From an optimization exercise on the open Yosys and OpenROAD flow, aimed at small area and few clock cycles; shortcuts taken in it are not production practice.
The RTL was checked by simulation tests, not by an equivalence proof against the original design.
Power is estimated from default activity; no workload was simulated.

exp/delta:
Design data_memory_ctrl, start of the top module:
module data_memory_ctrl #(
  parameter int unsigned DATA_W = 32,
  parameter int unsigned ADDR_W = 8,
  parameter int unsigned DEPTH  = 64
) (
  input  logic                clk,
  input  logic                reset,
  input  logic                req,
  input  logic                we,
  input  logic [ADDR_W-1:0]   address,
  input  logic [DATA_W-1:0]   data,
  input  logic [DATA_W/8-1:0] byte_en,
  input  logic                clear_req,
  output logic                ready,
  output logic [DATA_W-1:0]   data_out,
  output logic                rvalid,
  output logic                err,
  output logic                busy
);
==> flow/config.mk <==
export PLATFORM = sky130hd
export DESIGN_NAME = data_memory_ctrl
export DESIGN_NICKNAME = data_memory_ctrl
export VERILOG_FILES = /design/flow/design.v
export SDC_FILE = /design/flow/constraint.sdc
export NUM_CORES = 4
export LEC_CHECK = 0
export CAP_MARGIN = 10
export CORE_MARGIN = 2
export CORE_UTILIZATION = 40
export PLACE_DENSITY = 0.75
export SLEW_MARGIN = 10
export SYNTH_HIERARCHICAL = 1
==> flow/constraint.sdc <==
create_clock -name core_clock -period 4.0 [get_ports {clk}]
set_input_delay 0.8000 -clock core_clock [delete_from_list [all_inputs] [get_ports {clk}]]
set_output_delay 0.8000 -clock core_clock [all_outputs]
set_load 0.01 [all_outputs]
standard.sh (not shown) runs the stock make flow with config.mk's settings and CLKGATE_MAP_FILE= SYNTH_SCRIPT=/design/flow/synth_recipe.tcl, a recipe that flattens the netlist after the stock synthesis.
==> flow/flow/run.sh <==
#!/bin/bash
# Layout: the standard flow (standard.sh, unchanged synthesis), with the
# clock tree built from clkbuf_16 leaf buffers over clusters of up to 24
# sinks and without dummy loads, and the port buffers made with buf_1.
# The make output goes to flow_make.log here; ORFS keeps each step's log
# under orfs/logs.
set -uo pipefail
export CTS_ARGS="-sink_clustering_enable -repair_clock_nets -dont_use_dummy_load -buf_list sky130_fd_sc_hd__clkbuf_16 -sink_clustering_size 24 -sink_clustering_max_diameter 70"
export BUFFER_PORTS_ARGS="-buffer_cell sky130_fd_sc_hd__buf_1"
bash standard.sh finish > flow_make.log 2>&1
status=$?
tail -40 flow_make.log
exit $status
Testbench counts of exp/delta, summed over its fixed seeds: cycles 24,053.
What exp/willow does differently from exp/delta at the input level:
# exp/delta
export LEC_CHECK = 0
export CAP_MARGIN = 10
export CORE_MARGIN = 2
export CORE_UTILIZATION = 40
export PLACE_DENSITY = 0.75
export SLEW_MARGIN = 10
export SYNTH_HIERARCHICAL = 1
create_clock -name core_clock -period 4.0 [get_ports {clk}]
# exp/willow
export LEC_CHECK = 0
export CAP_MARGIN = 20
export CORE_MARGIN = 2
export CORE_UTILIZATION = 40
export SLEW_MARGIN = 20
export SYNTH_HIERARCHICAL = 1
create_clock -name core_clock -period 4.0 [get_ports {clk}]
==> flow/flow/run.sh <==
#!/bin/bash
# Layout: the standard flow (standard.sh, unchanged synthesis), with the
# clock tree built from clkbuf_16 leaf buffers over clusters of up to 28
# sinks and without dummy loads, and the port buffers made with buf_1.
# The make output goes to flow_make.log here; ORFS keeps each step's log
# under orfs/logs.
set -uo pipefail
export CTS_ARGS="-sink_clustering_enable -repair_clock_nets -dont_use_dummy_load -buf_list sky130_fd_sc_hd__clkbuf_16 -sink_clustering_size 28 -sink_clustering_max_diameter 75"
export BUFFER_PORTS_ARGS="-buffer_cell sky130_fd_sc_hd__buf_1"
bash standard.sh finish > flow_make.log 2>&1
status=$?
tail -40 flow_make.log
exit $status
--- outcome ---
- Maximum frequency delta (exp/delta -> exp/willow): insignificant
- Per the comparison of exp/willow with exp/delta, proportion of cell area occupied by registers now sits at about the same level; final area held steady.
- Hold slack: exp/willow vs exp/delta down 62 ps
- On clock network power consumption, exp/willow tracks exp/delta almost exactly.
- Taking exp/delta as the reference, in exp/willow total number of nets in the final design closely matched the old numbers, setup slack on the worst flop-to-flop path shrank by 20 ps, critical path depth went up by 1, net switching fraction of the power now smaller, antenna diode count lower.
- Every stage of the flow completed for exp/willow, and the final layout passed the timing, design-rule and antenna checks.
Input-level comparison between exp/yarrow and exp/willow:
# exp/willow
export LEC_CHECK = 0
export CAP_MARGIN = 20
export CORE_MARGIN = 2
export CORE_UTILIZATION = 40
export SLEW_MARGIN = 20
export SYNTH_HIERARCHICAL = 1
create_clock -name core_clock -period 4.0 [get_ports {clk}]
# exp/yarrow
export LEC_CHECK = 0
export CAP_MARGIN = 20
export CORE_MARGIN = 2
export CORE_UTILIZATION = 40
export PLACE_DENSITY = 0.75
export SLEW_MARGIN = 20
export SYNTH_HIERARCHICAL = 1
create_clock -name core_clock -period 4.0 [get_ports {clk}]
==> flow/flow/run.sh <==
#!/bin/bash
# Layout: the standard flow (standard.sh, unchanged synthesis), with the
# clock tree built from clkbuf_16 leaf buffers over clusters of up to 24
# sinks and without dummy loads, and the port buffers made with buf_1.
# The make output goes to flow_make.log here; ORFS keeps each step's log
# under orfs/logs.
set -uo pipefail
export CTS_ARGS="-sink_clustering_enable -repair_clock_nets -dont_use_dummy_load -buf_list sky130_fd_sc_hd__clkbuf_16 -sink_clustering_size 24 -sink_clustering_max_diameter 70"
export BUFFER_PORTS_ARGS="-buffer_cell sky130_fd_sc_hd__buf_1"
bash standard.sh finish > flow_make.log 2>&1
status=$?
tail -40 flow_make.log
exit $status
Findings:
Compared with exp/willow, in exp/yarrow post-route total power increased by 0.89% relative to the old numbers; data arrival time of the worst path grew by 80 ps; setup slack of the critical path after layout -80 ps; share of cells above drive strength 1 now sits at about the same level; detailed-route wire length down 3.0%. Placement-stage worst setup slack delta (exp/yarrow − exp/willow): unfavourable. Summary of exp/yarrow over exp/willow: final critical-path required period now sits higher; register-to-register slack saw a decrease. Of the two values seen for class of the tightest hold or removal check, in2reg was produced by exp/yarrow and in2async by exp/willow.
#### Input delta (exp/lagoon over exp/yarrow)
# exp/yarrow
export LEC_CHECK = 0
export CAP_MARGIN = 20
export CORE_MARGIN = 2
export CORE_UTILIZATION = 40
export PLACE_DENSITY = 0.75
export SLEW_MARGIN = 20
export SYNTH_HIERARCHICAL = 1
create_clock -name core_clock -period 4.0 [get_ports {clk}]
# exp/lagoon
export LEC_CHECK = 0
export CAP_MARGIN = 20
export CORE_MARGIN = 2
export CORE_UTILIZATION = 40
export SLEW_MARGIN = 20
export SYNTH_HIERARCHICAL = 1
create_clock -name core_clock -period 4.0 [get_ports {clk}]
==> run notes <==
- exp/yarrow -> exp/lagoon: total of clock buffers placed in the layout increased slightly
- Compared exp/lagoon vs exp/yarrow, and relative slew slack is up in exp/lagoon.
- exp/yarrow → exp/lagoon: data required time of the worst path was more or less identical, worst supply voltage drop on vdd went down by 7.1%, arrival time at the worst endpoint went down by 50 ps.
- The sequential share of layout area was comparable across exp/lagoon and exp/yarrow.
- Between exp/lagoon and exp/yarrow, the sum of internal, switching and leakage power figures differ only marginally.
- exp/lagoon: worst setup slack 50 ps above exp/yarrow
- Of the two candidates, exp/yarrow has the worse DRC violation total after the first TritonRoute iteration and exp/lagoon the better one.
- From exp/yarrow to exp/lagoon the numbers moved as follows: setup slack of the worst register-to-register path rose by 90 ps, count of buffer and inverter cells on the critical path now larger.

* * *

The RTL this note starts from:
==> flow/design.v <==
module data_memory_ctrl #(
  parameter int unsigned DATA_W = 32,
  parameter int unsigned ADDR_W = 8,
  parameter int unsigned DEPTH  = 64
) (
  input  logic                clk,
  input  logic                reset,
  input  logic                req,
  input  logic                we,
  input  logic [ADDR_W-1:0]   address,
  input  logic [DATA_W-1:0]   data,
  input  logic [DATA_W/8-1:0] byte_en,
  input  logic                clear_req,
  output logic                ready,
  output logic [DATA_W-1:0]   data_out,
  output logic                rvalid,
  output logic                err,
  output logic                busy
);
  localparam int unsigned LANES = DATA_W / 8;
  localparam int unsigned IDX_W = (DEPTH > 1) ? $clog2(DEPTH) : 1;
  logic               sweep_q;
  logic               phase;
  logic               ready_c;
  logic               accept;
  logic               in_range;
  logic               wr;
  logic [7:0]         idx_lo_q;
  logic [7:0]         idx_hi_q;
  logic               phx_q;
  logic [DATA_W-1:0]  wbit_q;
  logic [LANES-1:0]   lane_q;
  logic               rd_q;
  logic               rvalid1_q;
  logic               err1_q;
  logic [DEPTH-1:0]   hit;
  logic [DEPTH-1:0]   rsel;
  logic [DATA_W-1:0]  mem [DEPTH];
  logic [DATA_W-1:0]  mem_nx [DEPTH];
  logic [DEPTH-1:0]   wsel_n;
  logic [LANES-1:0]   lane_n;
  logic [LANES-1:0]   lwr [DEPTH];
  logic [DATA_W-1:0]  wbit;
  logic [DATA_W-1:0]  rword;
  logic [DATA_W-1:0]  data_out_q;
  logic               rvalid_q;
  logic               err_q;
  assign in_range = ({1'b0, address} < (ADDR_W + 1)'(DEPTH));
  assign ready_c  = ~reset & ~sweep_q;
  assign accept   = req & ready_c;
  assign wr       = accept & we & in_range;
  always_ff @(posedge clk or posedge reset) begin
    if (reset) begin
      sweep_q   <= 1'b1;
      phase     <= 1'b0;
      lane_q    <= '0;
      rd_q      <= 1'b0;
      rvalid1_q <= 1'b0;
      err1_q    <= 1'b0;
      rvalid_q  <= 1'b0;
      err_q     <= 1'b0;
    end else begin
      sweep_q   <= clear_req & ready_c;
      phase     <= ~phase;
      lane_q    <= wr ? byte_en : '0;
      rd_q      <= accept & ~we & in_range;
      rvalid1_q <= accept & ~we;
      err1_q    <= accept & ~in_range;
      rvalid_q  <= rvalid1_q;
      err_q     <= err1_q;
    end
  end
  always_ff @(posedge clk) begin
    for (int unsigned j = 0; j < 8; j++) begin
      idx_lo_q[j] <= (address[2:0] == 3'(j));
      idx_hi_q[j] <= (address[5:3] == 3'(j)) & accept & in_range;
    end
    for (int unsigned b = 0; b < DATA_W; b++)
      wbit_q[b] <= (wr & byte_en[b/8]) ? (data[b] ^ ~phase) : 1'b1;
  end
  always_comb begin
    for (int unsigned w = 0; w < DEPTH; w++)
      hit[w] = idx_hi_q[w/8] & idx_lo_q[w%8];
    for (int unsigned b = 0; b < DATA_W; b++)
      wbit[b] = sweep_q ? phase : wbit_q[b];
    for (int unsigned i = 0; i < LANES; i++)
      lane_n[i] = ~(sweep_q | lane_q[i]);
    for (int unsigned w = 0; w < DEPTH; w++)
      wsel_n[w] = ~(sweep_q | hit[w]);
  end
  for (genvar w = 0; w < DEPTH; w++) begin : g_lwr
    for (genvar i = 0; i < LANES; i++) begin : g_i
      data_memory_ctrl_nor2 u_lwr (.a(wsel_n[w]), .b(lane_n[i]), .y(lwr[w][i]));
    end
  end
  for (genvar w = 0; w < DEPTH; w++) begin : g_w
    for (genvar b = 0; b < DATA_W; b++) begin : g_b
      data_memory_ctrl_nx u_nx (
        .wsel_n(wsel_n[w]), .wbit(wbit[b]), .lwr(lwr[w][b/8]), .q(mem[w][b]),
        .d(mem_nx[w][b])
      );
    end
  end
  always_ff @(posedge clk) begin
    for (int unsigned w = 0; w < DEPTH; w++)
      mem[w] <= mem_nx[w];
  end
  assign rsel = hit;
  for (genvar b = 0; b < DATA_W; b++) begin : g_rd
    logic [DEPTH-1:0] col;
    for (genvar w = 0; w < DEPTH; w++) begin : g_col
      assign col[w] = mem[w][b];
    end
    data_memory_ctrl_rd #(.N(DEPTH)) u_rd (.sel(rsel), .col(col), .o(rword[b]));
  end
  always_ff @(posedge clk) begin
    data_out_q <= rword;
  end
  always_ff @(posedge clk or posedge reset) begin
    if (reset) phx_q <= 1'b0;
    else       phx_q <= rd_q & phase;
  end
  assign ready    = ready_c;
  assign busy     = ~ready_c;
  assign data_out = data_out_q ^ {DATA_W{phx_q}};
  assign rvalid   = rvalid_q;
  assign err      = err_q;
endmodule
module data_memory_ctrl_rd #(
  parameter int unsigned N = 64
) (
  input  logic [N-1:0] sel,
  input  logic [N-1:0] col,
  output logic         o
);
  logic [23:0] t_n;
  logic [5:0]  p;
  logic [2:0]  q_n;
  for (genvar g = 0; g < 21; g++) begin : g_grp
    data_memory_ctrl_aoi3 u_aoi (.s(sel[3*g +: 3]), .c(col[3*g +: 3]), .y(t_n[g]));
  end
  data_memory_ctrl_nand2 u_last (.a(sel[63]), .b(col[63]), .y(t_n[21]));
  assign t_n[23:22] = 2'b11;
  for (genvar k = 0; k < 5; k++) begin : g_p
    data_memory_ctrl_nand4 u_p (.a(t_n[4*k +: 4]), .y(p[k]));
  end
  data_memory_ctrl_nand2 u_p5 (.a(t_n[20]), .b(t_n[21]), .y(p[5]));
  for (genvar k = 0; k < 3; k++) begin : g_q
    data_memory_ctrl_nor2 u_q (.a(p[2*k]), .b(p[2*k+1]), .y(q_n[k]));
  end
  assign o = ~&q_n;
endmodule
module data_memory_ctrl_nand4 (
  input  logic [3:0] a,
  output logic       y
);
  assign y = ~&a;
endmodule
module data_memory_ctrl_nand2 (
  input  logic a,
  input  logic b,
  output logic y
);
  assign y = ~(a & b);
endmodule
module data_memory_ctrl_aoi3 (
  input  logic [2:0] s,
  input  logic [2:0] c,
  output logic       y
);
  assign y = ~|(s & c);
endmodule
module data_memory_ctrl_nx (
  input  logic wsel_n,
  input  logic wbit,
  input  logic lwr,
  input  logic q,
  output logic d
);
  assign d = ~((wsel_n | wbit) & (lwr | q));
endmodule
module data_memory_ctrl_nor2 (
  input  logic a,
  input  logic b,
  output logic y
);
  assign y = ~(a | b);
endmodule
export LEC_CHECK = 0
export CAP_MARGIN = 20
export CORE_MARGIN = 2
export CORE_UTILIZATION = 40
export SLEW_MARGIN = 20
export SYNTH_HIERARCHICAL = 1
create_clock -name core_clock -period 4.0 [get_ports {clk}]
run.sh (not shown) runs the stock make flow with config.mk's settings and CLKGATE_MAP_FILE= SYNTH_SCRIPT=/design/flow/synth_recipe.tcl, a recipe that flattens the netlist after the stock synthesis.
Stock flow here: none of the scripts above is used.
The starting point ran to the end with no violations.
Testbench counts at the start, summed over its fixed seeds: cycles 24,053.
Rerun with:
==> flow/flow/run.sh (new file) <==
#!/bin/bash
# Layout: the standard flow (standard.sh, unchanged synthesis), with the
# clock tree built from clkbuf_16 leaf buffers over clusters of up to 24
# sinks and without dummy loads, and the port buffers made with buf_1.
# The make output goes to flow_make.log here; ORFS keeps each step's log
# under orfs/logs.
set -uo pipefail
export CTS_ARGS="-sink_clustering_enable -repair_clock_nets -dont_use_dummy_load -buf_list sky130_fd_sc_hd__clkbuf_16 -sink_clustering_size 24 -sink_clustering_max_diameter 70"
export BUFFER_PORTS_ARGS="-buffer_cell sky130_fd_sc_hd__buf_1"
bash standard.sh finish > flow_make.log 2>&1
status=$?
tail -40 flow_make.log
exit $status
==> flow/standard.sh (new file) <==
#!/bin/bash
# synth_recipe.tcl (not shown) runs the flow's synth.tcl, then flattens the netlist and writes it again
# the make line also repeats each setting of config.mk as NAME=value (left out here)
make -C /OpenROAD-flow-scripts/flow DESIGN_CONFIG=/design/flow/config.mk WORK_HOME=/design/flow/orfs CLKGATE_MAP_FILE= SYNTH_SCRIPT=/design/flow/synth_recipe.tcl "${@:-finish}"
removed: flow/run.sh
Effect:
- cell count falls by 3.6%
- wire length falls by 2.8%
- power falls by 15%
- global-route usage falls by 1.1 points
- critical path depth rises by 3
- fmax rises by 9.2%
- clock power falls by 42%
- design area falls by 6.9%
- worst setup slack improves by 310 ps
- register-to-register slack degrades by 150 ps
Rerun with:
==> flow/run.sh (new file) <==
#!/bin/bash
# synth_recipe.tcl (not shown) runs the flow's synth.tcl, then flattens the netlist and writes it again
# the make line also repeats each setting of config.mk as NAME=value (left out here)
make -C /OpenROAD-flow-scripts/flow DESIGN_CONFIG=/design/flow/config.mk WORK_HOME=/design/flow/orfs CLKGATE_MAP_FILE= SYNTH_SCRIPT=/design/flow/synth_recipe.tcl finish
--- a/flow/config.mk
+++ b/flow/config.mk
@@ -10,2 +10,5 @@
 export CORE_UTILIZATION = 40
+export CTS_BUF_LIST = sky130_fd_sc_hd__clkbuf_16
+export CTS_CLUSTER_DIAMETER = 70
+export CTS_CLUSTER_SIZE = 24
 export SLEW_MARGIN = 20
removed: flow/flow/run.sh
removed: flow/standard.sh
Outcome: Cell area is higher by about 3%. Worst setup slack is worse by 260 ps. Wire length is higher by about 2%. Combinational power is higher by about 3%. Worst hold slack is better by 82 ps. Synthesized cell count does not change. Core utilization is higher by 1.3 points. First-iteration DRC count is higher by 14%. Fmax is lower by about 7%. Power is higher by about 4%. Clock power is higher by about 10%.

-- what the ideal ports hide --
The flow's constraints put no driver on any port. The routed layouts listed below were extracted and timed again, unchanged, in two steps.
Step 1 (the two cells are an assumption about what drives the block):
set clk [get_ports {clk}]
set_driving_cell -lib_cell sky130_fd_sc_hd__clkbuf_16 $clk
set_driving_cell -lib_cell sky130_fd_sc_hd__buf_2 [delete_from_list [all_inputs] $clk]
Step 2 adds t to the input delays and takes it off the output delays; t is the mean of the earliest and latest rising clock arrival at the registers after step 1. Input paths then give back, and output paths get back, about the clock's delay inside the block.
Slacks: no drivers / after step 1 / after step 2; pairs: no drivers / after step 1.
run	t, ns	setup slack, ns	worst hold slack (ns)	latest minus earliest clock arrival (ns)	pins driven straight from the clock port
exp/delta	0.809	0.600 / 0.515 / 0.706	0.266 / 0.231 / 0.355	0.082 / 0.081	1
exp/willow	0.816	0.596 / 0.513 / 0.692	0.204 / 0.146 / 0.297	0.103 / 0.102	1
exp/yarrow	0.811	0.516 / 0.433 / 0.628	0.263 / 0.245 / 0.355	0.110 / 0.111	1
exp/lagoon	0.817	0.566 / 0.485 / 0.716	0.224 / 0.169 / 0.346	0.128 / 0.128	1
the first run of note 2	0.918	0.321 / 0.245 / 0.785	0.348 / 0.348 / 0.348	0.067 / 0.067	1
the second run of note 2	0.829	0.630 / 0.630 / 0.630	0.274 / 0.215 / 0.352	0.098 / 0.098	1
the third run of note 2	0.847	0.371 / 0.291 / 0.736	0.355 / 0.355 / 0.355	0.080 / 0.080	1
After both steps setup and hold are still met in every run listed.
